This is an optimization exercise on Yosys and OpenROAD, whose aim is small area and a short achievable clock period, not a production implementation. The RTL was checked by simulation tests, not by an equivalence proof against the original design. No activity file was given, so power comes from the tool's default toggle rates.

`config.mk`:
```
export PLATFORM = sky130hd
export DESIGN_NAME = mem_responder
export DESIGN_NICKNAME = mem_responder
export VERILOG_FILES = /design/flow/design.v
export SDC_FILE = /design/flow/constraint.sdc
export NUM_CORES = 4
export LEC_CHECK = 0
export CAP_MARGIN = 20
export CELL_PAD_IN_SITES_DETAIL_PLACEMENT = 1
export CELL_PAD_IN_SITES_GLOBAL_PLACEMENT = 2
export CORE_MARGIN = 2
export CORE_UTILIZATION = 30
export SLEW_MARGIN = 20
```
`constraint.sdc`:
```
create_clock -name core_clock -period 5.0 [get_ports {clock}]
set_input_delay 1.0000 -clock core_clock [delete_from_list [all_inputs] [get_ports {clock}]]
set_output_delay 1.0000 -clock core_clock [all_outputs]
set_load 0.01 [all_outputs]
```
`design.v`:
```
module mem_responder #(
  parameter int ADDR_BITS  = 6,
  parameter int RD_LATENCY = 1
) (
  input  logic                 clock,
  input  logic                 reset,
  input  logic [31:0]          Address,
  input  logic                 Wr,
  input  logic [31:0]          Datain,
  output logic [31:0]          Dataout,
  output logic                 rd_valid,
  output logic                 addr_err,
  input  logic                 ld_en,
  input  logic [ADDR_BITS-1:0] ld_addr,
  input  logic [31:0]          ld_data,
  output logic                 ld_clash
);
  localparam int DEPTH = 1 << ADDR_BITS;
  typedef logic [ADDR_BITS-1:0] idx_t;
  typedef struct packed {
    logic [31:0] data;
    logic        err;
    logic        valid;
  } rd_stage_t;
  if (RD_LATENCY < 1 || RD_LATENCY > 3) begin : g_bad_latency
    $error("mem_responder: RD_LATENCY must be in 1..3");
  end
  logic [7:0] mem [DEPTH];
  idx_t rd_idx0, rd_idx1, rd_idx2, rd_idx3;
  idx_t wr_idx0, wr_idx1, wr_idx2, wr_idx3;
  idx_t wr_base;
  logic [31:0] wr_word;
  logic [31:0] rd_word;
  logic        wr_en;
  logic        rd_err;
  always_comb begin
    rd_idx0 = Address[ADDR_BITS-1:0];
    rd_idx1 = rd_idx0 + idx_t'(1);
    rd_idx2 = rd_idx0 + idx_t'(2);
    rd_idx3 = rd_idx0 + idx_t'(3);
    rd_word = {mem[rd_idx0], mem[rd_idx1], mem[rd_idx2], mem[rd_idx3]};
    rd_err  = (Address[31:ADDR_BITS] != '0);
  end
  always_comb begin
    wr_en   = ld_en | Wr;
    wr_base = ld_en ? ld_addr : Address[ADDR_BITS-1:0];
    wr_word = ld_en ? ld_data : Datain;
    wr_idx0 = wr_base;
    wr_idx1 = wr_base + idx_t'(1);
    wr_idx2 = wr_base + idx_t'(2);
    wr_idx3 = wr_base + idx_t'(3);
  end
  always_ff @(posedge clock) begin
    if (reset && wr_en) begin
      mem[wr_idx0] <= wr_word[31:24];
      mem[wr_idx1] <= wr_word[23:16];
      mem[wr_idx2] <= wr_word[15:8];
      mem[wr_idx3] <= wr_word[7:0];
    end
  end
  logic [RD_LATENCY-1:0][33:0] pipe;
  always_ff @(posedge clock or negedge reset) begin
    if (!reset) begin
      pipe <= '0;
    end else begin
      pipe[0] <= {rd_word, rd_err, 1'b1};
      for (int i = 1; i < RD_LATENCY; i++) begin
        pipe[i] <= pipe[i-1];
      end
    end
  end
  always_ff @(posedge clock or negedge reset) begin
    if (!reset) begin
      ld_clash <= 1'b0;
    end else begin
      ld_clash <= ld_en & Wr;
    end
  end
  assign {Dataout, addr_err, rd_valid} = pipe[RD_LATENCY-1];
endmodule
```
`run.sh`:
```
#!/bin/bash
# synth_recipe.tcl (not shown) runs the flow's synth.tcl, then flattens the netlist and writes it again
# the make line also repeats each setting of config.mk as NAME=value (left out here)
make -C /OpenROAD-flow-scripts/flow DESIGN_CONFIG=/design/flow/config.mk WORK_HOME=/design/flow/orfs CLKGATE_MAP_FILE= SYNTH_SCRIPT=/design/flow/synth_recipe.tcl finish
```
==> results of run 1 <==
-- worst max-delay path by stage --
stage	end	slack (ps)	depth (start not counted)
3_5_place_dp	mem[12][7]	200	13
5_1_grt	mem[12][7]	490	13
3_3_place_gp	mem[12][5]	70	11
6_report	mem[34][2]	600	12
4_1_cts	mem[12][7]	930	13
2_1_floorplan	mem[3][0]	-110	17
-- routing by layer --
layer  track usage [%]  vias up  wire (um)
met2              58.0     5254     150000
met4              27.6       31      30600
met3              18.9     1126      59600
li1                  -    20197          -
met5             0.806        -        595
met1              55.8    28771     144000
-- critical path, stage by stage --
cell	delay, ps
buf_8	100
inv_1	550
o21a_1	210
inv_1	50
ha_1	260
xnor2_1	220
a22o_1	240
mux2i_2	120
buf_4	270
nor2_1	1010
a222oi_1	290
mux2i_1	490
-- layout by cell type (no fill, tap or decap), drive strengths merged, types with 133 or more instances in the layout --
| cell type | n |
|---|---|
| mux4 | 597 |
| a21oi | 273 |
| o21ai | 283 |
| buf | 610 |
| clkdlybuf4s50 | 133 |
| a22oi | 174 |
| nor2 | 336 |
| nand2 | 503 |
| edfxtp | 512 |
| o211ai | 133 |
-- report_power, final --
| group | internal [mW] | switching, mW | total (mW) |
|---|---|---|---|
| Clock | 3.07 | 2.37 | 5.44 |
| Combinational | 2.05 | 3.96 | 6.01 |
| Sequential | 5.27 | 0.255 | 5.53 |
| Total | 10.4 | 6.58 | 17.0 |
-- sequential cells by signal (all words and copies together), names as in the netlist --
register,flops
ld_clash,1
mem,512
pipe,34
-- layout make-up --
type	count	area, um^2	share of cell area, %
multi-input combinational	3570	33000	54.0
sequential	547	16300	26.6
timing repair buffer	743	6640	10.9
tap	2218	2780	4.54
clock buffer	97	2070	3.40
clock inverter	39	270	0.442
antenna	19	47.5	0.0778
inverter	10	45.0	0.0737
-- cell families after synthesis --
logic type | after synthesis | share of synthesized area [%]
DFF | 547 | 31.8
muxes | 737 | 29.3
other | 1 | 0.00734
buffers and inverters | 570 | 4.92
AOI/OAI and AO/OA | 1685 | 23.7
adders and majority gates | 6 | 0.147
and+or+nand+nor | 1117 | 9.60
xor gates and xnor gates | 24 | 0.426
==> impl_metrics.yaml, run 1 <==
outcome:
  outcome: "no timing/DRC/antenna violations"
floorplan:
  initial_core_util_pct: 30.2
  dieArea_um2: 174000
  die_w_um: 417
  rows: 151
  coreArea_um2: 169000
  die_y_um: 417
  io_pins: 141
synth:
  synth_top_cell_area_share_pct: 30.1
  synthArstFlopShare_pct: 6.40
  synthFlopType: "edfxtp_1"
  yosysUniqueCellTypes: 99
  synthTopCellsByCount: "597 x mux4_2, 512 x edfxtp_1, 500 x nand2_1, 328 x clkbuf_1, 320 x nor2_1"
  synth.avg_cell_area_um2: 10.9
  synth_area_um2: 51100
  synth_top_area_cell: "edfxtp_1"
  syn_inst: 4687
  yosys-top-cells-area: "edfxtp_1 30%, mux4_2 26%, nand2_1 3.7%"
  synth_edf_count: 512
  mappedNetlistNets: 4799
  yosys_warnings: 1
  yosysSeqAreaShare_pct: 31.8
  ys_ff_latch: 547
  synth.most_common_cell: "mux4_2"
worst_setup_path:
  cp-startpoint: "Address[1]"
  reg2reg_depth: 7
  critPathLaunchType: "input port"
  reg2reg_slack_ps: 2070
  endpoint_kind: "register"
  critPathRequiredTime_ps: 5440
  reg2reg_to: "pipe[22]"
  arrival_ps: 4840
  setup.worst_path.class: "in -> reg"
  crit_fanout: 16
  r2r_start: "mem[44][4]"
pwr:
  leakagePower_nw: 20.0
  p_per_area_nw_per_um2: 278
  ir_worst_vdd_uv: 208
  p_total_mw: 17.0
layout:
  area_growth_pct: 19.6
  final_cells: 7243
  drive_gt1_share_pct: 30.1
  fin_nets: 5059
  fill_cells: 18332
  fin_util_pct: 36.1
  final_cell_area_um2: 61100
placement:
  placedCellCount: 7088
  gp_congestion: 1.09
  place_area_um2: 58700
  portBuffers: 140
  post-dp-hpwl_um: 289000
  place_ws_ps: 195
global_routing:
  grt_util_all_layers_pct: 43.1
  grt_pass1_vias: 50764
  overflow: 0
  grt_pass1_wl_um: 499000
  antenna_found_initial: 50
  grt_max_degree: 123
clocking:
  ctsResizeCount: 0
  cts_made_buffers: 75
  htree_levels: 3
  clock-sinks: 547
  insertion_delay_ps: 720
  root_buffer: "clkbuf_16"
  hold_buffers: 0
  clk_pin_slew_ps: 60
  cts_buffer_depth: 3
  cts_setup_buffers: 0
  cts_tree: "done"
route:
  drcViolationCount: 0
  post_drt_via_cell_ratio: 7.65
  vias: 55379
  drt_iter0_drc: 11459
  first_pass_iters: 13
  antenna_left: 0
  finalWirelength_um: 385000
  detail_route.wl_per_cell_um: 53.1
sta:
  skew_ps: 23.0
  setup_violations: 0
  max_freq_ghz: 0.227
  fin_ws_ps: 598
  tightestPinTransition_ps: 1290
  setup_tns_ps: 0
  slew_headroom_pct: 13.5
  fin_crit_ps: 4400
  period_share_pct: 88.0
  slew_violations: 0
  rsz0062_at_grt: "no"
  fin_hold_ws_ps: 284
  finalHoldViolCount: 0
min_path:
  hp-class: "in -> async"
job:
  maxCapViolCount: 0
==> inputs of run 2 (changes only) <==
==> design.v (replaced) <==
module mem_responder #(
  parameter int ADDR_BITS  = 6,
  parameter int RD_LATENCY = 1
) (
  input  logic                 clock,
  input  logic                 reset,
  input  logic [31:0]          Address,
  input  logic                 Wr,
  input  logic [31:0]          Datain,
  output logic [31:0]          Dataout,
  output logic                 rd_valid,
  output logic                 addr_err,
  input  logic                 ld_en,
  input  logic [ADDR_BITS-1:0] ld_addr,
  input  logic [31:0]          ld_data,
  output logic                 ld_clash
);
  localparam int ROWS = 1 << (ADDR_BITS - 2);
  logic [7:0] bank [4][ROWS];
  logic [ADDR_BITS-3:0] rd_row;
  logic [1:0]           rd_off;
  logic [ROWS-1:0]      rd_dec;
  logic [7:0]           bank_rd [4];
  logic [31:0]          rd_word;
  assign rd_row = Address[ADDR_BITS-1:2];
  assign rd_off = Address[1:0];
  always_comb begin
    rd_dec = '0;
    rd_dec[rd_row] = 1'b1;
  end
  always_comb begin
    for (int b = 0; b < 4; b++) begin
      logic            nxt;
      logic [ROWS-1:0] sel;
      nxt = (2'(b) < rd_off);
      sel = nxt ? {rd_dec[ROWS-2:0], rd_dec[ROWS-1]} : rd_dec;
      bank_rd[b] = '0;
      for (int r = 0; r < ROWS; r++)
        bank_rd[b] = bank_rd[b] | (bank[b][r] & {8{sel[r]}});
    end
  end
  always_comb begin
    for (int k = 0; k < 4; k++)
      rd_word[31-8*k -: 8] = bank_rd[2'(rd_off + 2'(k))];
  end
  logic                 wr_en;
  logic [ADDR_BITS-1:0] wr_base;
  logic [31:0]          wr_word;
  logic [ADDR_BITS-3:0] wr_row;
  logic [1:0]           wr_off;
  logic [ROWS-1:0]      wr_dec;
  logic [ROWS-1:0]      wr_sel [4];
  logic [7:0]           wr_byte [4];
  assign wr_en   = reset & (ld_en | Wr);
  assign wr_base = ld_en ? ld_addr : Address[ADDR_BITS-1:0];
  assign wr_word = ld_en ? ld_data : Datain;
  assign wr_row  = wr_base[ADDR_BITS-1:2];
  assign wr_off  = wr_base[1:0];
  always_comb begin
    wr_dec = '0;
    wr_dec[wr_row] = wr_en;
  end
  always_comb begin
    for (int b = 0; b < 4; b++) begin
      wr_sel[b]  = (2'(b) < wr_off) ? {wr_dec[ROWS-2:0], wr_dec[ROWS-1]} : wr_dec;
      wr_byte[b] = wr_word[31-8*(2'(2'(b) - wr_off)) -: 8];
    end
  end
  always_ff @(posedge clock) begin
    for (int b = 0; b < 4; b++)
      for (int r = 0; r < ROWS; r++)
        if (wr_sel[b][r]) bank[b][r] <= wr_byte[b];
  end
  always_ff @(posedge clock or negedge reset) begin
    if (!reset) begin
      Dataout  <= '0;
      addr_err <= 1'b0;
      rd_valid <= 1'b0;
      ld_clash <= 1'b0;
    end else begin
      Dataout  <= rd_word;
      addr_err <= (Address[31:ADDR_BITS] != '0);
      rd_valid <= 1'b1;
      ld_clash <= ld_en & Wr;
    end
  end
endmodule
--- a/config.mk
+++ b/config.mk
@@ -11,3 +11,4 @@
 export CORE_MARGIN = 2
 export CORE_UTILIZATION = 30
+export SETUP_SLACK_MARGIN = 2.0
 export SLEW_MARGIN = 20
==> run 2 against run 1 <==
Global-route usage decreased by 17 points. Power decreased by 25%. Maximum frequency increased by 28%. Design area decreased by 41%. Still clean. Clock skew about the same. Non-clock buffer count decreased by 225. Largest cell class is now registers. Worst hold slack improved by 400 ps. Sequential share of layout area increased by 18 points. Register-to-register slack improved by 350 ps. Highest routed layer is now met4. Area after synthesis decreased by 50%. Critical path type unchanged. Clock power decreased by 17%. Wire length decreased by 69%.
==> impl_metrics.yaml, run 2 <==
synth:
  synthTopCellsByCount: "512 x edfxtp_1, 200 x nand2_1, 99 x nor2_1, 91 x nand3_1, 90 x o21ai_0"
  yosys-top-cells-area: "edfxtp_1 60%, dfrtp_1 3.4%, mux2i_1 3.4%"
  mappedNetlistNets: 2146
  synth_edf_count: 512
  syn_inst: 2030
  synth.most_common_cell: "edfxtp_1"
  synthArstFlopShare_pct: 6.40
  synth_top_area_cell: "edfxtp_1"
  synth_top_cell_area_share_pct: 59.8
  synthFlopType: "edfxtp_1"
  synth_area_um2: 25700
  yosysSeqAreaShare_pct: 63.2
  yosysUniqueCellTypes: 89
  synth.avg_cell_area_um2: 12.7
  ys_ff_latch: 547
  yosys_warnings: 5
sta:
  setup_violations: 0
  slew_violations: 0
  period_share_pct: 68.7
  finalHoldViolCount: 0
  fin_crit_ps: 3430
  skew_ps: 22.8
  rsz0062_at_grt: "yes"
  max_freq_ghz: 0.291
  fin_hold_ws_ps: 683
  tightestPinTransition_ps: 889
  slew_headroom_pct: 39.0
layout:
  top_regs: "bank (512), Dataout (32)"
  fill_cells: 8609
  drive_gt1_share_pct: 33.3
  final_cell_area_um2: 36200
  largest_reg_flops: 512
  top_register: "bank"
  antenna_cells: 0
  area_growth_pct: 40.9
  mostFrequentLayoutCells: "512 x edfxtp_1, 242 x buf_4, 180 x nand2_1, 131 x clkdlybuf4s50_1, 86 x nand3_1"
  final_common_cell: "edfxtp_1"
  fin_nets: 2577
worst_setup_path:
  cp_slowest_cell: "a2111o_1"
  path_buf_inv: 6
  crit_family: "compound AO/OA/AOI/OAI gates"
  crit_fanout: 10
  critPathLaunchType: "input port"
  crit_chain: "buf_6 > buf_8 > buf_12 > or2_4 > buf_6 > buf_6 > a211oi_4 > nor2_4 > buf_12 > a32oi_1 > nand3_1 > a2111o_1 > mux2_4 > mux2_4"
  endpoint_kind: "register"
  setup.worst_path.class: "in -> reg"
  crit_path_frequent_cell: "buf_6"
  critPathRequiredTime_ps: 5520
  crit_path_max_incr_delay_ps: 550
  arrival_ps: 3950
global_routing:
  overflow: 0
  grt_util_all_layers_pct: 26.2
  grt_pass1_vias: 22080
  grt_pass1_wl_um: 167000
  antenna_found_initial: 2
  grt_max_degree: 47
placement:
  post-dp-hpwl_um: 82900
  portBuffers: 140
  gp_congestion: 0.891
  place_area_um2: 30600
pwr:
  p_total_mw: 12.7
  leakagePower_nw: 12.0
  ir_worst_vdd_uv: 252
  p_per_area_nw_per_um2: 352
route:
  detail_route.wl_per_cell_um: 32.5
  drcViolationCount: 0
  post_drt_via_cell_ratio: 5.90
  finalWirelength_um: 119000
  antenna_left: 0
  drt_iter0_drc: 2491
  vias: 21561
  first_pass_iters: 6
job:
  maxCapViolCount: 0
clocking:
  htree_levels: 2
  cts_tree: "done"
  cts_made_buffers: 60
  clk_pin_slew_ps: 60
  root_buffer: "clkbuf_16"
  cts_buffer_depth: 3
  insertion_delay_ps: 640
  hold_buffers: 0
  clock-sinks: 547
min_path:
  hp-class: "in -> async"
floorplan:
  dieArea_um2: 88100
  coreArea_um2: 85000
  rows: 107
  initial_core_util_pct: 30.2
  die_y_um: 297
  io_pins: 141
  die_w_um: 297
outcome:
  outcome: "no timing/DRC/antenna violations"
==> run 2: layout make-up <==
cell class	instances	area [um^2]	share of cell area, %
sequential	547	16300	44.9
multi-input combinational	1308	10900	30.1
timing repair buffer	518	5480	15.1
clock buffer	69	1580	4.35
tap	1144	1430	3.95
clock inverter	45	425	1.17
inverter	25	163	0.449
timing repair inverter	1	8.76	0.0242
==> run 2: final timing paths <==
| path | from | end | slack, ps | depth (start not counted) |
|---|---|---|---|---|
| max in group asynchronous | reset | ld_clash | 3920 | 2 |
| min in group core_clock | Address[1] | Dataout[29] | 720 | 2 |
| worst min-delay path | reset | rd_valid | 680 | 2 |
| worst min register to register | bank[17][2] | Dataout[2] | 730 | 4 |
| worst max-delay path | Address[3] | Dataout[22] | 1570 | 14 |
| worst max register to register | bank[6][3] | Dataout[19] | 2420 | 8 |
==> run 2: repair_timing <==
item                                     CTS  global route
cloned                                     2             1
gates resized for setup                  277            96
buffers inserted                         142            27
pin swaps                                101            41
endpoints found under the setup margin  1056           701
==> run 2: cells by family (layout without fill, tap and decap cells) <==
logic type	count (synthesis)	count (layout)	synth area share [%]
multiplexers	134	134	5.45
flip-flops	547	547	63.2
adder cells (fa/ha/maj)	10	10	0.487
AO/OA/AOI/OAI	601	601	17.3
XOR/XNOR	7	7	0.238
other	1	1	0.0146
AND/OR/NAND/NOR	555	555	10.4
buffers and inverters	175	658	2.90
==> run 2: metrics by stage <==
step | setup WS [ps] | utilization, % | TNS [ps] | instances
floorplan | 1550 | - | 0 | 2030
global placement | -231 | 35.9 | -1740 | 3370
detailed placement | -128 | 35.9 | -828 | 3371
CTS | 1710 | 41.7 | 0 | 3629
global route | 1570 | 42.6 | 0 | 3657
finish | 1570 | 42.6 | 0 | 3657
==> run 2: metal layers <==
metal / up-vias / GRT usage (%) / wire length [um]
li1: 9049 / - / -
met1: 11278 / 35.1 / 49400
met2: 1015 / 43.1 / 56000
met3: 219 / 4.26 / 9180
met4: 0 / 8.71 / 4470
met5: - / 0 / 0
==> run 2: power by group <==
part / internal [mW] / total, mW / switching (mW)
combinational: 1.12 / 2.73 / 1.62
clock: 2.58 / 4.53 / 1.94
sequential: 5.38 / 5.48 / 0.0973
total: 9.08 / 12.7 / 3.66
==> inputs of run 3 (changes only) <==
--- a/config.mk
+++ b/config.mk
@@ -11,4 +11,4 @@
 export CORE_MARGIN = 2
 export CORE_UTILIZATION = 30
-export SETUP_SLACK_MARGIN = 2.0
+export SETUP_SLACK_MARGIN = 2.8
 export SLEW_MARGIN = 20
==> run 3 against run 2 <==
Combinational power up 15%. Cell count increased by 3.4%. Maximum frequency down 0.47%.
==> impl_metrics.yaml, run 3 <==
floorplan:
  die_w_um: 297
  rows: 107
  die_y_um: 297
  io_pins: 141
  coreArea_um2: 85000
  initial_core_util_pct: 30.2
  dieArea_um2: 88100
clocking:
  htree_levels: 2
  cts_made_buffers: 61
  clock-sinks: 547
  cts_buffer_depth: 3
  clk_pin_slew_ps: 70
  root_buffer: "clkbuf_16"
  insertion_delay_ps: 630
  cts_tree: "done"
synth:
  synthTopCellsByCount: "512 x edfxtp_1, 200 x nand2_1, 99 x nor2_1, 91 x nand3_1, 90 x o21ai_0"
  synthFlopType: "edfxtp_1"
  mappedNetlistNets: 2146
  synth_edf_count: 512
  synthSimpleGateAreaFrac_pct: 10.4
  synth_top_family_by_area: "compound AO/OA/AOI/OAI gates"
  synthArstFlopShare_pct: 6.40
  synth_top_area_cell: "edfxtp_1"
  synth_xor_area_share_pct: 0.238
  synth_top_cell_area_share_pct: 59.8
  synth.area.mux_share_pct: 5.44
  synth_area_um2: 25700
  ys_ff_latch: 547
  yosysUniqueCellTypes: 89
  synth.avg_cell_area_um2: 12.7
  synth_compound_area_share_pct: 17.3
  synth.most_common_cell: "edfxtp_1"
  synthAdderAreaFrac_pct: 0.487
  yosysSeqAreaShare_pct: 63.2
  yosys_warnings: 5
  yosys-top-cells-area: "edfxtp_1 60%, dfrtp_1 3.4%, mux2i_1 3.4%"
  syn_inst: 2030
layout:
  final_cells: 3780
  fill_cells: 8483
  fin_nets: 2701
  final_common_cell: "edfxtp_1"
  mostFrequentLayoutCells: "512 x edfxtp_1, 242 x buf_4, 146 x buf_12, 144 x nand2_1, 94 x clkdlybuf4s50_1"
  area_growth_pct: 52.7
  largest_reg_flops: 512
  top_regs: "bank (512), Dataout (32)"
  top_register: "bank"
  drive_gt1_share_pct: 41.9
  final_cell_area_um2: 39300
sta:
  max_freq_ghz: 0.290
  setup_tns_ps: 0
  slew_headroom_pct: 47.7
  slew_violations: 0
  finalHoldViolCount: 0
  setup_violations: 0
  fin_crit_ps: 3450
  tightestPinTransition_ps: 784
  period_share_pct: 69.0
  rsz0062_at_grt: "yes"
  skew_ps: 14.7
route:
  post_drt_via_cell_ratio: 5.92
  drcViolationCount: 0
  finalWirelength_um: 126000
  first_pass_iters: 5
  antenna_left: 0
  vias: 22375
  drt_iter0_drc: 2152
  detail_route.wl_per_cell_um: 33.4
global_routing:
  grt_max_degree: 39
  grt_pass1_wl_um: 173000
  grt_pass1_vias: 22742
  overflow: 0
  grt_util_all_layers_pct: 27.1
  antenna_found_initial: 5
placement:
  place_area_um2: 30600
  post-dp-hpwl_um: 82200
  gp_congestion: 0.914
  placedCellCount: 3346
  portBuffers: 140
worst_setup_path:
  setup.worst_path.class: "in -> reg"
  crit_fanout: 7
  reg2reg_depth: 7
  r2r_start: "bank[6][3]"
  critPathRequiredTime_ps: 5480
  critPathLaunchType: "input port"
  cp-startpoint: "Address[3]"
  arrival_ps: 3930
  endpoint_kind: "register"
min_path:
  hp-class: "in -> async"
pwr:
  ir_worst_vdd_uv: 327
  p_per_area_nw_per_um2: 337
  leakagePower_nw: 13.4
outcome:
  outcome: "no timing/DRC/antenna violations"
job:
  maxCapViolCount: 0
## run 3: cell count changes in the layout (fill, tap and decap cells not counted), moves of 17 or more
cell,previous run,this run
buf_6,55,87
clkdlybuf4s50_1,131,94
nand2_4,12,31
a22oi_1,81,64
o21ai_4,32,55
buf_2,1,37
buf_12,76,146
o21ai_2,30,8
nand2_1,180,144
a22oi_2,6,23
a21oi_1,52,34
## run 3: final timing paths
kind	end	slack [ps]
worst max-delay path	Dataout[1]	1550
worst min-delay path	ld_clash	270
worst max register to register	Dataout[19]	2500
worst min register to register	Dataout[2]	740
max in group asynchronous	Dataout[1]	3980
min in group core_clock	Dataout[2]	740
## run 3: area by class of cell
cell class	count	area [um^2]	area share, %
antenna	2	5.00	0.0128
clock buffer	74	1620	4.12
clock inverter	38	392	0.998
inverter	25	258	0.657
multi-input combinational	1308	11800	30.0
sequential	547	16300	41.4
tap	1144	1430	3.65
timing repair buffer	642	7520	19.2
## run 3: stage by stage
stage | worst slack, ps | total power [mW] | util [%] | hold slack [ps]
after floorplan | 1550 | 6.66 | - | 656
after global placement | -53.1 | 7.73 | 36.0 | 733
after detailed placement | -57.1 | 7.77 | 36.0 | 762
after CTS | 1610 | 13.0 | 44.1 | 229
after global routing | 1530 | 13.6 | 46.2 | 231
final | 1550 | 13.2 | 46.2 | 271
## run 3: cells by family after synthesis
logic type / count (synthesis)
buffers and inverters: 175
multiplexers: 134
flip-flops: 547
adder cells (fa/ha/maj): 10
XOR/XNOR: 7
AO/OA/AOI/OAI: 601
AND/OR/NAND/NOR: 555
other: 1
## run 3: per-layer routing
layer | global-route usage [%] | vias to the layer above | share of wire [%]
met1 | 36.3 | 11720 | 41
met2 | 44.0 | 1081 | 47
met3 | 4.62 | 276 | 7.8
met4 | 10.3 | 2 | 4.1
li1 | - | 9296 | -
met5 | 0 | - | 0.0079
## run 3: where the power goes
group	total (mW)	internal, mW	switching [mW]
Sequential	5.46	5.38	0.0791
Combinational	3.13	1.32	1.81
Clock	4.63	2.69	1.93
Total	13.2	9.40	3.82
## run 3: what timing repair did
action / in CTS / in global routing
setup buffers: 226 / 84
setup endpoints to repair: 1091 / 1056
cloned: 5 / 5
gates resized for setup: 661 / 186
hold buffers: 0 / 0
pin swaps: 145 / 79
## run 3: worst max-delay path: stages
cell	delay (ps)
buf_6	90
buf_8	130
inv_4	60
ha_4	190
buf_8	160
nor2b_4	60
buf_6	110
a211oi_4	240
buf_4	190
nor2_4	50
buf_12	150
a22o_1	220
a222oi_1	570
o2111ai_2	210
buf_6	190
mux2i_2	170
mux2i_1	100
==> inputs of run 4 (changes only) <==
--- a/config.mk
+++ b/config.mk
@@ -11,4 +11,3 @@
 export CORE_MARGIN = 2
 export CORE_UTILIZATION = 30
-export SETUP_SLACK_MARGIN = 2.8
 export SLEW_MARGIN = 20
==> run 4 against run 3 <==
Design area shrank 19%. Largest cell class unchanged. Critical path depth is 2 lower. First-iteration DRC count grew 17%. Non-clock buffer count shrank 235. Combinational power is 32% lower. Clock skew fell by 1.3 ps. Cell count shrank 6.4%. Wire length decreased by 7.1%. Die area unchanged. Worst hold slack got worse by 15 ps.
==> impl_metrics.yaml, run 4 <==
outcome:
  outcome: "no timing/DRC/antenna violations"
worst_setup_path:
  crit_chain: "clkdlybuf4s50_1 > inv_1 > ha_1 > buf_4 > a21oi_1 > o21ai_1 > buf_4 > and3_1 > buf_4 > a2111oi_1 > buf_4 > nand2_1 > nor2_1 > a31o_2 > mux2i_1"
  reg2reg_depth: 8
  crit_path_frequent_cell: "buf_4"
  cp_slowest_cell: "a2111oi_1"
  crit_fanout: 11
  crit_path_max_incr_delay_ps: 1000
  critPathLaunchType: "input port"
  reg2reg_slack_ps: 2240
  critPathRequiredTime_ps: 5490
  endpoint_kind: "register"
  arrival_ps: 5170
  setup.worst_path.class: "in -> reg"
global_routing:
  grt_util_all_layers_pct: 25.8
  antenna_found_initial: 2
  grt_pass1_wl_um: 164000
  grt_pass1_vias: 21226
  grt_max_degree: 46
  overflow: 0
route:
  drcViolationCount: 0
  vias: 20827
  antenna_left: 0
  drt_iter0_drc: 2527
  finalWirelength_um: 117000
  post_drt_via_cell_ratio: 5.89
  first_pass_iters: 6
  detail_route.wl_per_cell_um: 33.1
layout:
  largest_reg_flops: 512
  drive_gt1_share_pct: 18.1
  antenna_cells: 0
  area_growth_pct: 23.9
  top_regs: "bank (512), Dataout (32)"
  mostFrequentLayoutCells: "512 x edfxtp_1, 260 x buf_4, 200 x nand2_1, 135 x clkdlybuf4s50_1, 94 x nor2_1"
  top_register: "bank"
  final_common_cell: "edfxtp_1"
  fin_nets: 2463
  final_cells: 3537
  fill_cells: 9000
min_path:
  hp-class: "in -> async"
sta:
  max_freq_ghz: 0.214
  slew_headroom_pct: 25.0
  setup_violations: 0
  slew_violations: 0
  skew_ps: 13.4
  rsz0062_at_grt: "no"
  finalHoldViolCount: 0
  fin_hold_ws_ps: 256
  fin_crit_ps: 4680
  period_share_pct: 93.6
  tightestPinTransition_ps: 1120
synth:
  mappedNetlistNets: 2146
  synth.avg_cell_area_um2: 12.7
  synthSimpleGateAreaFrac_pct: 10.4
  synth_top_family_by_area: "compound AO/OA/AOI/OAI gates"
  yosys_warnings: 5
  synthArstFlopShare_pct: 6.40
  synth_top_area_cell: "edfxtp_1"
  yosysUniqueCellTypes: 89
  synthFlopType: "edfxtp_1"
  synth_edf_count: 512
  ys_ff_latch: 547
  syn_inst: 2030
  synthAdderAreaFrac_pct: 0.487
  yosysSeqAreaShare_pct: 63.2
  synth_area_um2: 25700
  synth.area.mux_share_pct: 5.44
  synth_xor_area_share_pct: 0.238
  yosys-top-cells-area: "edfxtp_1 60%, dfrtp_1 3.4%, mux2i_1 3.4%"
  synth_top_cell_area_share_pct: 59.8
  synthTopCellsByCount: "512 x edfxtp_1, 200 x nand2_1, 99 x nor2_1, 91 x nand3_1, 90 x o21ai_0"
  synth_compound_area_share_pct: 17.3
  synth.most_common_cell: "edfxtp_1"
clocking:
  ctsResizeCount: 0
  cts_tree: "done"
  clock-sinks: 547
  clk_pin_slew_ps: 60
  cts_setup_buffers: 0
  hold_buffers: 0
  insertion_delay_ps: 630
  cts_made_buffers: 58
  htree_levels: 2
  cts_buffer_depth: 3
  root_buffer: "clkbuf_16"
floorplan:
  initial_core_util_pct: 30.2
  io_pins: 141
  die_w_um: 297
  die_y_um: 297
  coreArea_um2: 85000
  rows: 107
  dieArea_um2: 88100
job:
  maxCapViolCount: 0
pwr:
  ir_worst_vdd_uv: 265
  leakagePower_nw: 10.5
  p_per_area_nw_per_um2: 373
placement:
  portBuffers: 140
  post-dp-hpwl_um: 85900
  gp_congestion: 0.914
  placedCellCount: 3431
## run 4: worst paths after layout
kind / start / endpoint
max: Address[2] / Dataout[18]
min: reset / ld_clash
max reg2reg: bank[34][2] / Dataout[18]
min reg2reg: bank[0][6] / Dataout[30]
max in group asynchronous: reset / Dataout[16]
min in group core_clock: ld_en / ld_clash
## run 4: final cells by class
| cell class | instances | area [um^2] | area share (%) |
|---|---|---|---|
| Inverter | 25 | 93.8 | 0.294 |
| Clock buffer | 79 | 1640 | 5.13 |
| Tap cell | 1144 | 1430 | 4.49 |
| Clock inverter | 27 | 203 | 0.636 |
| Timing Repair Buffer | 407 | 3500 | 11.0 |
| Sequential cell | 547 | 16300 | 51.0 |
| Multi-Input combinational cell | 1308 | 8750 | 27.5 |
## run 4: cells by family after synthesis
family | count (synthesis)
DFF | 547
AOI/OAI and AO/OA | 601
xor gates and xnor gates | 7
other | 1
and+or+nand+nor | 555
buffers and inverters | 175
muxes | 134
adders and majority gates | 10
## run 4: per-stage QoR
| step | power [mW] | instance area [um^2] | setup slack, ps | utilization [%] | setup TNS, ps |
|---|---|---|---|---|---|
| finish | 11.9 | 31900 | 322 | 37.5 | 0 |
| detailed placement | 7.67 | 30000 | -108 | 35.3 | -379 |
| global placement | 7.63 | 30000 | -501 | 35.3 | -3130 |
| global route | 12.2 | 31900 | 312 | 37.5 | 0 |
| floorplan | 6.46 | 25700 | 604 | - | 0 |
| CTS | 11.9 | 31900 | 530 | 37.5 | 0 |
## run 4: critical path, delay by kind of cell
kind	cells	cell delay [ps]
buffers and inverters	6	1680
AOI/OAI and AO/OA	4	1510
and+or+nand+nor	3	510
adders and majority gates	1	370
muxes	1	80
## run 4: metal layers
metal  vias up  share of wire (%)  global-route usage (%)
li1       8787                  -                       -
met1     10858                 43                    35.0
met2       993                 47                    42.5
met3       189                7.3                    4.24
met4         0                3.0                    7.60
met5         -                  0                       0
## run 4: report_power, final
group          total, mW  switching [mW]  internal (mW)
Clock               4.29            1.86           2.43
Combinational       2.12            1.39          0.730
Sequential          5.47          0.0882           5.38
==> inputs of run 5 (changes only) <==
==> design.v (replaced) <==
module mem_responder #(
  parameter int ADDR_BITS  = 6,
  parameter int RD_LATENCY = 1
) (
  input  logic                 clock,
  input  logic                 reset,
  input  logic [31:0]          Address,
  input  logic                 Wr,
  input  logic [31:0]          Datain,
  output logic [31:0]          Dataout,
  output logic                 rd_valid,
  output logic                 addr_err,
  input  logic                 ld_en,
  input  logic [ADDR_BITS-1:0] ld_addr,
  input  logic [31:0]          ld_data,
  output logic                 ld_clash
);
  localparam int ROWS = 1 << (ADDR_BITS - 2);
  localparam int RB   = ADDR_BITS - 2;
  logic [7:0] bank [4][ROWS];
  function automatic logic [4*ROWS-1:0] row_selects(input logic [RB-1:0] row, input logic [1:0] off);
    logic [ROWS-1:0] dec;
    logic [ROWS-1:0] dec_nx;
    for (int r = 0; r < ROWS; r++) begin
      dec[r]    = (row == RB'(r));
      dec_nx[r] = (row == RB'(r - 1));
    end
    for (int b = 0; b < 4; b++)
      row_selects[b*ROWS +: ROWS] = (2'(b) < off) ? dec_nx : dec;
  endfunction
  logic [3:0][ROWS-1:0] rd_sel;
  logic [3:0][7:0]      bank_rd;
  logic [31:0]          rd_word;
  assign rd_sel = row_selects(Address[ADDR_BITS-1:2], Address[1:0]);
  always_comb begin
    for (int b = 0; b < 4; b++) begin
      bank_rd[b] = '0;
      for (int r = 0; r < ROWS; r++)
        bank_rd[b] = bank_rd[b] | (bank[b][r] & {8{rd_sel[b][r]}});
    end
  end
  always_comb begin
    for (int k = 0; k < 4; k++) begin
      rd_word[31-8*k -: 8] = '0;
      for (int b = 0; b < 4; b++)
        rd_word[31-8*k -: 8] = rd_word[31-8*k -: 8] | (bank_rd[b] & {8{Address[1:0] == 2'(b - k)}});
    end
  end
  logic                 wr_en;
  logic [ADDR_BITS-1:0] wr_base;
  logic [31:0]          wr_word;
  logic [3:0][ROWS-1:0] wr_sel;
  logic [3:0][7:0]      wr_byte;
  assign wr_en   = reset & (ld_en | Wr);
  assign wr_base = ld_en ? ld_addr : Address[ADDR_BITS-1:0];
  assign wr_word = ld_en ? ld_data : Datain;
  assign wr_sel  = row_selects(wr_base[ADDR_BITS-1:2], wr_base[1:0]);
  always_comb begin
    for (int b = 0; b < 4; b++) begin
      wr_byte[b] = '0;
      for (int k = 0; k < 4; k++)
        wr_byte[b] = wr_byte[b] | (wr_word[31-8*k -: 8] & {8{wr_base[1:0] == 2'(b - k)}});
    end
  end
  always_ff @(posedge clock) begin
    for (int b = 0; b < 4; b++)
      for (int r = 0; r < ROWS; r++)
        if (wr_en && wr_sel[b][r]) bank[b][r] <= wr_byte[b];
  end
  always_ff @(posedge clock or negedge reset) begin
    if (!reset) begin
      Dataout  <= '0;
      addr_err <= 1'b0;
      rd_valid <= 1'b0;
      ld_clash <= 1'b0;
    end else begin
      Dataout  <= rd_word;
      addr_err <= (Address[31:ADDR_BITS] != '0);
      rd_valid <= 1'b1;
      ld_clash <= ld_en & Wr;
    end
  end
endmodule
--- a/config.mk
+++ b/config.mk
@@ -11,3 +11,4 @@
 export CORE_MARGIN = 2
 export CORE_UTILIZATION = 30
+export SETUP_SLACK_MARGIN = 2.8
 export SLEW_MARGIN = 20
==> run 5 against run 4 <==
Still clean. Sequential cell count did not move. Cell count is 2.1% higher. Sequential share of layout area down 10 points. Register-to-register slack better by 640 ps. Non-clock buffer count up 160. Clock power up 5.8%. Critical endpoint is now Dataout[31]. Largest cell class unchanged. Highest routed layer is now met5.
==> impl_metrics.yaml, run 5 <==
sta:
  period_share_pct: 51.9
  slew_violations: 0
  setup_violations: 0
  skew_ps: 24.5
  setup_tns_ps: 0
  fin_crit_ps: 2590
  rsz0062_at_grt: "yes"
  tightestPinTransition_ps: 715
  finalHoldViolCount: 0
  slew_headroom_pct: 52.0
  max_freq_ghz: 0.386
synth:
  synth.most_common_cell: "edfxtp_1"
  ys_ff_latch: 547
  synthTopCellsByCount: "512 x edfxtp_1, 144 x nand2_1, 116 x a21oi_1, 104 x mux2i_1, 89 x a22oi_1"
  synth.area.mux_share_pct: 7.57
  yosys-top-cells-area: "edfxtp_1 59%, mux2i_1 4.0%, dfrtp_1 3.4%"
  synth_compound_area_share_pct: 15.6
  synth_edf_count: 512
  synthAdderAreaFrac_pct: 0
  synth_top_area_cell: "edfxtp_1"
  synthSimpleGateAreaFrac_pct: 11.0
  synth_top_family_by_area: "compound AO/OA/AOI/OAI gates"
  synthFlopType: "edfxtp_1"
  synth_top_cell_area_share_pct: 58.9
  synth_xor_area_share_pct: 0.0335
  syn_inst: 1931
  yosys_warnings: 2
  yosysSeqAreaShare_pct: 62.2
  synthArstFlopShare_pct: 6.40
  synth_area_um2: 26100
  yosysUniqueCellTypes: 100
  synth.avg_cell_area_um2: 13.5
  mappedNetlistNets: 2037
worst_setup_path:
  r2r_start: "bank[20][3]"
  critPathRequiredTime_ps: 5520
  reg2reg_to: "Dataout[19]"
  cp_slowest_cell: "nor4b_4"
  crit_family: "simple AND/OR/NAND/NOR gates"
  reg2reg_slack_ps: 2880
  reg2reg_depth: 5
  crit_chain: "buf_16 > buf_16 > nor4b_4 > buf_12 > a221o_1 > a32oi_2 > nand4_1 > nor2_2 > o31ai_1"
  setup.worst_path.class: "in -> reg"
  path_buf_inv: 3
  crit_fanout: 6
  arrival_ps: 3120
  critPathLaunchType: "input port"
  crit_path_max_incr_delay_ps: 570
  endpoint_kind: "register"
  crit_path_frequent_cell: "buf_16"
global_routing:
  grt_max_degree: 65
  antenna_found_initial: 6
  grt_pass1_wl_um: 176000
  grt_util_all_layers_pct: 27.7
  overflow: 0
  grt_pass1_vias: 22206
placement:
  place_area_um2: 30600
  gp_congestion: 0.889
  portBuffers: 140
  placedCellCount: 3143
  post-dp-hpwl_um: 78900
route:
  vias: 21608
  drt_iter0_drc: 2346
  finalWirelength_um: 127000
  detail_route.wl_per_cell_um: 35.2
  antenna_left: 0
  post_drt_via_cell_ratio: 5.98
  first_pass_iters: 6
  drcViolationCount: 0
pwr:
  p_total_mw: 12.4
  ir_worst_vdd_uv: 258
  leakagePower_nw: 13.6
  p_per_area_nw_per_um2: 310
layout:
  multi_input_area_um2: 12600
  largest_reg_flops: 512
  fill_cells: 8391
  final_common_cell: "edfxtp_1"
  top_regs: "bank (512), Dataout (32)"
  final_cells: 3611
  area_growth_pct: 53.4
  drive_gt1_share_pct: 46.3
  fin_nets: 2512
  final_cell_area_um2: 40000
  fin_util_pct: 46.3
  mostFrequentLayoutCells: "512 x edfxtp_1, 183 x buf_4, 152 x buf_12, 91 x clkdlybuf4s50_1, 72 x a22oi_1"
  antenna_cells: 0
  top_register: "bank"
  regArea_um2: 16300
floorplan:
  die_y_um: 299
  coreArea_um2: 86500
  die_w_um: 299
  dieArea_um2: 89400
  io_pins: 141
  initial_core_util_pct: 30.2
  rows: 108
clocking:
  htree_levels: 2
  hold_buffers: 0
  cts_made_buffers: 58
  clock-sinks: 547
  clk_pin_slew_ps: 60
  cts_tree: "done"
  insertion_delay_ps: 630
  cts_buffer_depth: 3
  root_buffer: "clkbuf_16"
job:
  maxCapViolCount: 0
outcome:
  outcome: "no timing/DRC/antenna violations"
min_path:
  hp-class: "in -> async"
==> run 5: changes by cell type after synthesis, moves of 29 or more <==
| cell | previous run | this run |
|---|---|---|
| clkbuf_1 | 81 | 50 |
| o22ai_1 | 52 | 4 |
| nand3_1 | 91 | 54 |
| a21oi_1 | 68 | 116 |
| nand2_1 | 200 | 144 |
| o21ai_0 | 90 | 18 |
| nor2_1 | 99 | 70 |
==> run 5: final cells by class <==
type / instances / share of cell area (%)
Tap cell: 1155 / 3.61
Timing Repair Buffer: 567 / 19.0
Timing Repair inverter: 1 / 0.0219
Clock inverter: 37 / 1.01
Inverter: 12 / 0.219
Clock buffer: 73 / 3.92
Sequential cell: 547 / 40.6
Multi-Input combinational cell: 1219 / 31.6
==> run 5: report_power, final <==
group          switching [mW]  leakage, nW  internal (mW)
registers              0.0703         4.87           5.26
clock network            1.86        0.969           2.68
logic                    1.45         7.79           1.07
total                    3.39         13.6           9.01
==> run 5: worst max-delay path by stage <==
| stage | start | to | slack [ps] | cells past startpoint |
|---|---|---|---|---|
| 5_1_grt | Address[3] | Dataout[29] | 2460 | 10 |
| 4_1_cts | Address[3] | Dataout[29] | 2530 | 10 |
| 2_1_floorplan | Address[4] | bank[1][0] | 2050 | 9 |
| 6_report | Address[3] | Dataout[31] | 2410 | 9 |
| 3_5_place_dp | Address[0] | Dataout[2] | 620 | 8 |
| 3_3_place_gp | Address[0] | Dataout[2] | 590 | 8 |
==> run 5: metal layers <==
layer | global-route usage, % | vias to the layer above | wire [um]
met5 | 0 | - | 70
met4 | 10.7 | 8 | 6100
met3 | 5.44 | 322 | 11100
met2 | 44.1 | 1241 | 57900
met1 | 37.3 | 11182 | 51900
li1 | - | 8855 | -
==> run 5: through the flow <==
| step | worst slack, ps | hold slack [ps] |
|---|---|---|
| 2_1_floorplan | 2050 | 611 |
| 3_3_place_gp | 594 | 713 |
| 3_5_place_dp | 615 | 725 |
| 4_1_cts | 2530 | 234 |
| 5_1_grt | 2460 | 256 |
| 6_report | 2410 | 274 |
==> run 5: cells by family (layout without fill, tap and decap cells) <==
group,count (synthesis),count (layout)
AND/OR/NAND/NOR,504,505
XOR/XNOR,1,1
other,1,1
AO/OA/AOI/OAI,532,533
buffers and inverters,167,690
flip-flops,547,547
multiplexers,179,179
==> run 5: repair_timing <==
| item | CTS | global route |
|---|---|---|
| buffers inserted | 274 | 46 |
| endpoints found under the setup margin | 1091 | 644 |
| cloned | 37 | 1 |
| pin swaps | 224 | 100 |
| resized for setup | 588 | 91 |
==> inputs of run 6 (changes only) <==
--- a/config.mk
+++ b/config.mk
@@ -11,4 +11,4 @@
 export CORE_MARGIN = 2
 export CORE_UTILIZATION = 30
-export SETUP_SLACK_MARGIN = 2.8
+export SETUP_SLACK_MARGIN = 2.2
 export SLEW_MARGIN = 20
==> run 6 against run 5 <==
Still clean. Setup slack worse by 200 ps. Design area down 15%. Register-to-register slack worse by 30 ps. Maximum frequency down 7.1%. Clock-buffer cell count down 6. Utilization down 6.9 points. Cell count down 6.8%. Die area unchanged. Critical path depth down 3. Critical path type unchanged. Critical endpoint is now bank[28][2]. Largest cell class unchanged.
==> impl_metrics.yaml, run 6 <==
outcome:
  outcome: "no timing/DRC/antenna violations"
pwr:
  ir_worst_vdd_uv: 294
  p_per_area_nw_per_um2: 349
  leakagePower_nw: 10.7
global_routing:
  antenna_found_initial: 5
  grt_pass1_vias: 20306
  grt_max_degree: 66
  grt_pass1_wl_um: 155000
  grt_util_all_layers_pct: 24.3
  overflow: 0
layout:
  top_regs: "bank (512), Dataout (32)"
  final_common_cell: "edfxtp_1"
  top_register: "bank"
  drive_gt1_share_pct: 28.5
  fin_nets: 2268
  largest_reg_flops: 512
  mostFrequentLayoutCells: "512 x edfxtp_1, 131 x clkdlybuf4s50_1, 120 x nand2_1, 118 x buf_4, 88 x a22oi_1"
  final_cell_area_um2: 34100
  final_cells: 3367
  area_growth_pct: 30.5
  antenna_cells: 0
synth:
  synth_top_cell_area_share_pct: 58.9
  yosysSeqAreaShare_pct: 62.2
  ys_ff_latch: 547
  yosys-top-cells-area: "edfxtp_1 59%, mux2i_1 4.0%, dfrtp_1 3.4%"
  synth.avg_cell_area_um2: 13.5
  synthTopCellsByCount: "512 x edfxtp_1, 144 x nand2_1, 116 x a21oi_1, 104 x mux2i_1, 89 x a22oi_1"
  synthFlopType: "edfxtp_1"
  synth_area_um2: 26100
  synth_edf_count: 512
  mappedNetlistNets: 2037
  synthArstFlopShare_pct: 6.40
  synth.most_common_cell: "edfxtp_1"
  syn_inst: 1931
  yosysUniqueCellTypes: 100
  yosys_warnings: 2
  synth_top_area_cell: "edfxtp_1"
route:
  finalWirelength_um: 111000
  antenna_left: 0
  vias: 19463
  drcViolationCount: 0
  detail_route.wl_per_cell_um: 33.0
  post_drt_via_cell_ratio: 5.78
  first_pass_iters: 7
  drt_iter0_drc: 1853
job:
  maxCapViolCount: 0
sta:
  setup_violations: 0
  max_freq_ghz: 0.358
  skew_ps: 21.0
  finalHoldViolCount: 0
  slew_headroom_pct: 25.7
  setup_tns_ps: 0
  fin_crit_ps: 2790
  period_share_pct: 55.9
  slew_violations: 0
  tightestPinTransition_ps: 1120
  rsz0062_at_grt: "yes"
clocking:
  cts_made_buffers: 60
  clock-sinks: 547
  clk_pin_slew_ps: 60
  root_buffer: "clkbuf_16"
  cts_tree: "done"
  hold_buffers: 0
  insertion_delay_ps: 640
  htree_levels: 2
  cts_buffer_depth: 3
worst_setup_path:
  crit_path_max_incr_delay_ps: 570
  cp_slowest_cell: "clkdlybuf4s50_1"
  setup.worst_path.class: "in -> reg"
  crit_fanout: 8
  path_depth: 6
  critPathRequiredTime_ps: 5290
  reg2reg_depth: 7
  arrival_ps: 3080
  critPathLaunchType: "input port"
  endpoint_kind: "register"
  path_buf_inv: 1
  crit_family: "compound AO/OA/AOI/OAI gates"
  crit_chain: "clkdlybuf4s50_1 > nand2b_1 > o22a_4 > nor2_4 > nand2_1 > a21oi_4"
floorplan:
  coreArea_um2: 86500
  die_y_um: 299
  initial_core_util_pct: 30.2
  dieArea_um2: 89400
  rows: 108
  io_pins: 141
  die_w_um: 299
placement:
  portBuffers: 140
  post-dp-hpwl_um: 79200
  placedCellCount: 3168
  place_area_um2: 30000
  gp_congestion: 0.914
min_path:
  hp-class: "in -> async"
-- run 6: cell count changes in the layout (fill, tap and decap cells not counted), moves of 17 or more --
cell	delta
buf_12	-99
nand2_1	+66
buf_4	-65
nand2_4	-50
buf_6	-45
clkdlybuf4s50_1	+40
buf_16	-29
buf_2	-23
nor2_1	+21
a21oi_4	-20
a21oi_1	+17
nor2_4	-17
-- run 6: path summary, 6_finish.rpt --
kind / start / slack (ps) / end
max: ld_addr[2] / 2210 / bank[28][2]
min: reset / 630 / Dataout[8]
max reg2reg: bank[2][1] / 2850 / Dataout[9]
min reg2reg: bank[21][3] / 690 / Dataout[27]
max in group asynchronous: reset / 3980 / ld_clash
min in group core_clock: bank[21][3] / 690 / Dataout[27]
-- run 6: cell families (layout without fill, tap and decap cells) --
family | count (synthesis) | after routing | synth area share (%)
AND/OR/NAND/NOR | 504 | 504 | 11.0
XOR/XNOR | 1 | 1 | 0.0336
AO/OA/AOI/OAI | 532 | 532 | 15.6
flip-flops | 547 | 547 | 62.2
multiplexers | 179 | 179 | 7.57
buffers and inverters | 167 | 448 | 3.62
other | 1 | 1 | 0.0144
-- run 6: timing repair --
action | in CTS | in global routing
buffers inserted | 43 | 41
resized for setup | 104 | 51
pin swaps | 27 | 29
gates cloned | 1 | 2
endpoints found under the setup margin | 944 | 685
-- run 6: final cells by class --
| cell class | instances | area [um^2] |
|---|---|---|
| Multi-Input combinational cell | 1217 | 10700 |
| Tap cell | 1155 | 1450 |
| Inverter | 12 | 50.0 |
| Clock buffer | 67 | 1550 |
| Timing Repair Buffer | 324 | 3600 |
| Sequential cell | 547 | 16300 |
| Fill cell | 8827 | 52400 |
| Clock inverter | 45 | 500 |
-- run 6: stage by stage --
step / power, mW / utilization [%] / hold WS (ps) / setup WS [ps]
after floorplan: 6.28 / - / 597 / 2030
after global placement: 7.04 / 34.7 / 671 / 599
after detailed placement: 7.07 / 34.7 / 668 / 528
after CTS: 11.8 / 38.3 / 638 / 2130
after global routing: 12.2 / 39.4 / 666 / 2170
final: 11.9 / 39.4 / 630 / 2210
-- run 6: worst register-to-register path, cell delays in order, from the launching register on --
cell and delay, ps:
edfxtp_1 420, or4b_2 220, a21oi_1 80, a2111oi_4 430
nand3_1 170, nor4_1 420, buf_4 210, o31ai_1 80
-- run 6: where the power goes --
part | leakage [nW] | internal [mW] | switching, mW
registers | 4.87 | 5.27 | 0.0745
logic | 4.82 | 0.683 | 1.17
clock network | 1.00 | 2.78 | 1.91
total | 10.7 | 8.73 | 3.16
-- run 6: routing by layer --
layer	GRT usage (%)	vias up	share of wire, %
met3	3.54	190	6.6
met4	8.64	0	4.3
met1	33.2	10150	43
met5	0	-	0
li1	-	8324	-
met2	39.5	799	46
==> inputs of run 7 (changes only) <==
--- a/config.mk
+++ b/config.mk
@@ -6,4 +6,5 @@
 export NUM_CORES = 4
 export LEC_CHECK = 0
+export ABC_AREA = 1
 export CAP_MARGIN = 20
 export CELL_PAD_IN_SITES_DETAIL_PLACEMENT = 1
==> run 7 against run 6 <==
Cell count grew 12%. Die area shrank 8.1%. Synthesized cell count grew 24%. Sequential power grew 3%. Worst hold slack lost 28 ps. Still clean. Critical path type unchanged. Clock skew grew 21 ps. Via count shrank 4.6%. First-iteration DRC count shrank 33%. Global-route usage shrank 2.5 points. Critical path depth grew 4.
==> impl_metrics.yaml, run 7 <==
pwr:
  ir_worst_vdd_uv: 286
  leakagePower_nw: 11.5
  p_per_area_nw_per_um2: 376
clocking:
  clock-sinks: 547
  cts_buffer_depth: 3
  insertion_delay_ps: 660
  clk_pin_slew_ps: 60
  root_buffer: "clkbuf_16"
  htree_levels: 2
  cts_made_buffers: 61
  hold_buffers: 0
  cts_tree: "done"
layout:
  drive_gt1_share_pct: 17.5
  fill_cells: 8681
  final_cells: 3787
  mostFrequentLayoutCells: "878 x nand2_1, 512 x edfxtp_1, 312 x nor2_1, 218 x nand3_1, 132 x clkdlybuf4s50_1"
  fin_util_pct: 39.7
  final_common_cell: "nand2_1"
  top_register: "bank"
  fin_nets: 2796
  area_growth_pct: 30.7
  largest_reg_flops: 512
  top_regs: "bank (512), Dataout (32)"
  final_cell_area_um2: 31300
route:
  vias: 18570
  antenna_left: 0
  first_pass_iters: 5
  drcViolationCount: 0
  finalWirelength_um: 89700
  detail_route.wl_per_cell_um: 23.7
  drt_iter0_drc: 1239
  post_drt_via_cell_ratio: 4.90
worst_setup_path:
  critPathRequiredTime_ps: 5290
  endpoint_kind: "register"
  r2r_start: "bank[56][5]"
  reg2reg_depth: 7
  reg2reg_to: "Dataout[13]"
  critPathLaunchType: "input port"
  arrival_ps: 3060
  crit_fanout: 8
  setup.worst_path.class: "in -> reg"
  reg2reg_slack_ps: 3240
placement:
  place_area_um2: 27200
  placedCellCount: 3588
  portBuffers: 140
  gp_congestion: 0.817
  post-dp-hpwl_um: 63000
synth:
  synth_top_area_cell: "edfxtp_1"
  syn_inst: 2393
  yosys-top-cells-area: "edfxtp_1 64%, nand2_1 15%, nor2_1 5.6%"
  synth.most_common_cell: "nand2_1"
  synth_edf_count: 512
  synth_area_um2: 24000
  ys_ff_latch: 547
  synthArstFlopShare_pct: 6.40
  mappedNetlistNets: 2499
  synth.avg_cell_area_um2: 10.0
  synthTopCellsByCount: "944 x nand2_1, 512 x edfxtp_1, 358 x nor2_1, 220 x nand3_1, 64 x nand4_1"
  yosys_warnings: 2
  yosysUniqueCellTypes: 26
  yosysSeqAreaShare_pct: 67.8
  synthFlopType: "edfxtp_1"
  synth_top_cell_area_share_pct: 64.1
min_path:
  hp-class: "in -> async"
global_routing:
  overflow: 0
  antenna_found_initial: 4
  grt_pass1_wl_um: 131000
  grt_max_degree: 35
  grt_pass1_vias: 19305
  grt_util_all_layers_pct: 21.8
floorplan:
  initial_core_util_pct: 30.3
  coreArea_um2: 79000
  dieArea_um2: 82200
  die_w_um: 287
  io_pins: 141
  die_y_um: 287
  rows: 103
sta:
  slew_headroom_pct: 59.9
  setup_tns_ps: 0
  finalHoldViolCount: 0
  fin_crit_ps: 2770
  max_freq_ghz: 0.361
  skew_ps: 41.8
  setup_violations: 0
  fin_hold_ws_ps: 602
  period_share_pct: 55.4
  slew_violations: 0
  tightestPinTransition_ps: 601
  rsz0062_at_grt: "yes"
outcome:
  outcome: "no timing/DRC/antenna violations"
job:
  maxCapViolCount: 0
## run 7: changes by cell type in the layout (fill, tap and decap cells not counted), sizes merged, moves of 26 or more
cell    change
nand2     +807
nor2      +309
nand3     +166
mux2i     -105
a22oi      -89
a21oi      -85
mux2       -69
a22o       -37
nor3       -34
nand4      +32
o211ai     -32
and3       -28
o31ai      -26
## run 7: worst max-delay path by stage
stage / to / slack (ps) / from / depth (start not counted)
2_1_floorplan: bank[11][0] / 2080 / ld_en / 10
3_3_place_gp: bank[9][4] / 610 / ld_en / 9
3_5_place_dp: bank[9][4] / 450 / ld_en / 9
4_1_cts: bank[10][1] / 2110 / ld_en / 10
5_1_grt: bank[50][5] / 2110 / ld_en / 12
6_report: bank[3][1] / 2230 / ld_addr[2] / 10
## run 7: worst max-delay path: stages
cell and delay (ps):
clkdlybuf4s50_1 420, or2_2 290, o21ai_1 180, inv_1 120
nor2_1 120, inv_1 120, nor2_2 190, clkinvlp_4 140
buf_12 160, a21oi_4 300
## run 7: power by group
part | total (mW) | internal (mW) | leakage [nW] | switching, mW
clock network | 4.52 | 2.60 | 0.963 | 1.92
registers | 5.49 | 5.42 | 4.77 | 0.0682
logic | 1.76 | 0.573 | 5.76 | 1.19
total | 11.8 | 8.60 | 11.5 | 3.18
## run 7: final cells by class
type	count	area [um^2]	share of cell area, %
flip-flops and latches	547	16300	51.9
multi-input cells	1731	8320	26.6
repair buffers	312	3280	10.5
clock buffers	71	1560	4.99
well taps	1050	1310	4.19
clock inverters	38	433	1.38
inverters	37	175	0.559
diodes	1	2.50	0.00799
## run 7: cell families (layout without fill, tap and decap cells)
kind of cell    count (synthesis)  count (layout)  synth area share [%]
other cells                     1               2                0.0156
flops                         547             547                  67.8
buf+inv                       120             458                  2.21
simple gates                 1638            1643                  28.1
compound gates                 87              87                  1.90
## run 7: metal layers
layer,part of all wire [%],GRT usage [%]
met5,0.045,0
met4,1.5,4.02
met3,4.9,3.33
met2,47,36.1
met1,47,30.5
## run 7: stage by stage
step	total power [mW]	worst slack (ps)
final	11.8	2230
after global routing	12.2	2110
after CTS	11.9	2110
after detailed placement	7.12	447
after global placement	7.08	614
after floorplan	6.27	2080
## run 7: timing repair
action / 4_1_cts / 5_1_grt
gates cloned: 5 / 1
pin swaps: 57 / 10
resized for setup: 196 / 87
setup endpoints to repair: 1056 / 549
hold endpoints to repair: 0 / 0
setup buffers: 75 / 8
==> inputs of run 8 (changes only) <==
--- a/config.mk
+++ b/config.mk
@@ -12,4 +12,4 @@
 export CORE_MARGIN = 2
 export CORE_UTILIZATION = 30
-export SETUP_SLACK_MARGIN = 2.2
+export SETUP_SLACK_MARGIN = 2.5
 export SLEW_MARGIN = 20
==> run 8 against run 7 <==
Clock power grew 5.5%. Clock skew down 20 ps. Critical path depth unchanged. Non-clock buffer count grew 28. Wire length is 4.8% higher. Via count increased by 2.8%. Clock-buffer cell count rose by 17. Design area rose by 4.5%. Power is 3.3% higher. Maximum frequency is 9.7% higher. First-iteration DRC count up 0.65%. Critical path type unchanged. Largest power group unchanged. Highest routed layer unchanged.
==> impl_metrics.yaml, run 8 <==
outcome:
  outcome: "no timing/DRC/antenna violations"
floorplan:
  io_pins: 141
  rows: 103
  initial_core_util_pct: 30.3
  dieArea_um2: 82200
  coreArea_um2: 79000
  die_w_um: 287
  die_y_um: 287
route:
  wl_met2_um: 43900
  finalWirelength_um: 94000
  wl_met1_um: 41400
  vias: 19092
  drt_iter0_drc: 1247
  dr_wl_met3_um: 5350
  post_drt_via_cell_ratio: 5.00
  routed.top_layer: "met5"
  antenna_left: 0
  first_pass_iters: 7
  drcViolationCount: 0
  detail_route.wl_per_cell_um: 24.6
synth:
  mappedNetlistNets: 2499
  synthSimpleGateAreaFrac_pct: 28.1
  synth.avg_cell_area_um2: 10.0
  synth_edf_count: 512
  yosysSeqAreaShare_pct: 67.8
  synthTopCellsByCount: "944 x nand2_1, 512 x edfxtp_1, 358 x nor2_1, 220 x nand3_1, 64 x nand4_1"
  synthFlopType: "edfxtp_1"
  syn_inst: 2393
  synth_compound_area_share_pct: 1.90
  ys_ff_latch: 547
  yosys_warnings: 2
  synth_top_family_by_area: "simple AND/OR/NAND/NOR gates"
  synth_top_area_cell: "edfxtp_1"
  synth.most_common_cell: "nand2_1"
  yosys-top-cells-area: "edfxtp_1 64%, nand2_1 15%, nor2_1 5.6%"
  synth_xor_area_share_pct: 0
  synth.area.mux_share_pct: 0
  synth_top_cell_area_share_pct: 64.1
  synth_area_um2: 24000
  synthArstFlopShare_pct: 6.40
  yosysUniqueCellTypes: 26
  synthAdderAreaFrac_pct: 0
sta:
  slew_violations: 0
  skew_ps: 22.1
  setup_tns_ps: 0
  fin_crit_ps: 2520
  tightestPinTransition_ps: 855
  max_freq_ghz: 0.396
  period_share_pct: 50.5
  setup_violations: 0
  fin_ws_ps: 2480
  slew_headroom_pct: 42.9
  rsz0062_at_grt: "yes"
  finalHoldViolCount: 0
worst_setup_path:
  arrival_ps: 2830
  crit_family: "buffers and inverters"
  critPathLaunchType: "input port"
  r2r_start: "bank[48][0]"
  critPathRequiredTime_ps: 5300
  setup.worst_path.class: "in -> reg"
  cp_slowest_cell: "clkdlybuf4s50_1"
  crit_fanout: 8
  crit_path_max_incr_delay_ps: 400
  path_buf_inv: 5
  cp-startpoint: "ld_addr[0]"
  endpoint_kind: "register"
  crit_path_frequent_cell: "buf_12"
  crit_chain: "clkdlybuf4s50_1 > or2_4 > o21ai_4 > inv_2 > nor2_4 > buf_12 > buf_12 > o21ai_0 > a21oi_4 > buf_12"
layout:
  fin_nets: 2830
  fin_util_pct: 41.4
  top_regs: "bank (512), Dataout (32)"
  fill_cells: 8523
  antenna_cells: 0
  final_cell_area_um2: 32700
  drive_gt1_share_pct: 20.3
  area_growth_pct: 36.6
  mostFrequentLayoutCells: "874 x nand2_1, 512 x edfxtp_1, 295 x nor2_1, 219 x nand3_1, 100 x clkdlybuf4s50_1"
  largest_reg_flops: 512
  final_common_cell: "nand2_1"
  top_register: "bank"
pwr:
  p_total_mw: 12.2
  pwr-share-seq_pct: 45.2
  pwr-share-comb_pct: 15.6
  p_sw_mw: 3.18
  leakagePower_nw: 12.0
  internal-power_mw: 8.98
  clock_power_share_pct: 39.2
  swShare_pct: 26.2
  p_per_area_nw_per_um2: 371
  ir_worst_vdd_uv: 318
job:
  maxCapViolCount: 0
clocking:
  clock-sinks: 547
  root_buffer: "clkbuf_16"
  cts_tree: "done"
  cts_buffer_depth: 3
  htree_levels: 3
  clk_pin_slew_ps: 60
  insertion_delay_ps: 610
  hold_buffers: 0
  cts_made_buffers: 66
placement:
  place_area_um2: 27500
  place_ws_ps: 673
  post-dp-hpwl_um: 62900
  portBuffers: 140
  gp_congestion: 0.841
global_routing:
  grt_util_all_layers_pct: 22.7
  antenna_found_initial: 6
  grt_pass1_vias: 19702
  grt_max_degree: 41
  grt_pass1_wl_um: 135000
  overflow: 0
min_path:
  hp-class: "in -> async"
run 8: cell counts after synthesis:
Identical to the previous run, type by type.
run 8: logic make-up (layout without fill, tap and decap cells):
group | count (synthesis) | in the layout
and+or+nand+nor | 1638 | 1644
DFF | 547 | 547
buffers and inverters | 120 | 489
AOI/OAI and AO/OA | 87 | 87
other | 1 | 1
run 8: layout make-up:
class / count / area, um^2 / share of cell area [%]
clock buffers: 88 / 1830 / 5.58
clock inverters: 24 / 297 / 0.906
flip-flops and latches: 547 / 16300 / 49.6
well taps: 1050 / 1310 / 4.01
multi-input cells: 1732 / 8730 / 26.7
inverters: 37 / 203 / 0.619
repair buffers: 340 / 4120 / 12.6
run 8: worst register-to-register path, delay by kind of cell, from the launching register on:
| kind | cells | cell delay, ps |
|---|---|---|
| simple gates | 7 | 1200 |
| flops | 1 | 370 |
run 8: metrics by stage:
step | instances | hold WS [ps]
floorplan | 2393 | 678
global placement | 3549 | 775
detailed placement | 3549 | 794
CTS | 3791 | 647
global route | 3818 | 668
finish | 3818 | 659
run 8: what timing repair did:
action / CTS / global route
gates cloned: 9 / 2
endpoints found under the hold margin: 0 / 0
pin swaps: 60 / 32
setup endpoints to repair: 1082 / 740
gates resized for setup: 211 / 121
buffers inserted: 121 / 25
run 8: power by group through the flow:
stage          Sequential, mW  Combinational, mW  Clock (mW)
2_1_floorplan            5.59              0.759           0
3_3_place_gp             5.60               1.53           0
3_5_place_dp             5.60               1.56           0
4_1_cts                  5.50               1.83        4.89
5_1_grt                  5.52               2.04        5.04
6_report                 5.49               1.90        4.77
run 8: per-layer routing:
layer  GRT usage (%)  vias to the layer above
met1            29.6                     9602
met3            4.91                      161
met4            8.26                        4
met5               0                        -
met2            37.2                      537
li1                -                     8788
run 8: final timing paths:
kind | to | slack [ps] | cells after the start
setup / recovery | bank[6][5] | 2480 | 10
hold / removal | Dataout[31] | 660 | 2
setup reg to reg | Dataout[8] | 3320 | 7
hold reg to reg | Dataout[18] | 790 | 8
max in group asynchronous | ld_clash | 3940 | 2
min in group core_clock | Dataout[18] | 790 | 8

re-timing with driven ports:
The results above use ideal ports. As a check the final layouts listed here were re-extracted and re-timed, cells and wires unchanged.
Step 1 sets driving cells, clkbuf_16 on the clock port and buf_2 on the other inputs (assumed; they add their load-dependent delay and slew).
Step 2 adds t to the input delays and takes it off the output delays; t is the mean of the earliest and latest rising clock arrival at the registers after step 1. Input paths then give back, and output paths get back, about the clock's delay inside the block.
Three values: ideal ports, drivers, drivers and shift; two values: the first two.
| run | t, ns | slack for setup (ns) | worst setup path at the end |
|---|---|---|---|
| run 1 | 0.803 | 0.598 / 0.648 / -0.155 | input to register |
| run 2 | 0.696 | 1.567 / 1.599 / 0.903 | input to register |
| run 3 | 0.688 | 1.551 / 1.583 / 0.896 | input to register |
| run 4 | 0.684 | 0.322 / 0.359 / -0.325 | input to register |
| run 5 | 0.691 | 2.406 / 2.070 / 1.379 | input to register |
| run 6 | 0.697 | 2.207 / 2.137 / 1.441 | input to register |
| run 7 | 0.699 | 2.232 / 2.153 / 1.454 | input to register |
| run 8 | 0.666 | 2.477 / 2.469 / 1.828 | input to register |
With both steps, setup timing fails in run 1 and run 4, where it was met with ideal ports. For run 5, which loses most, drivers alone change the setup slack by -0.336 ns; drivers and shift together by -1.027 ns.
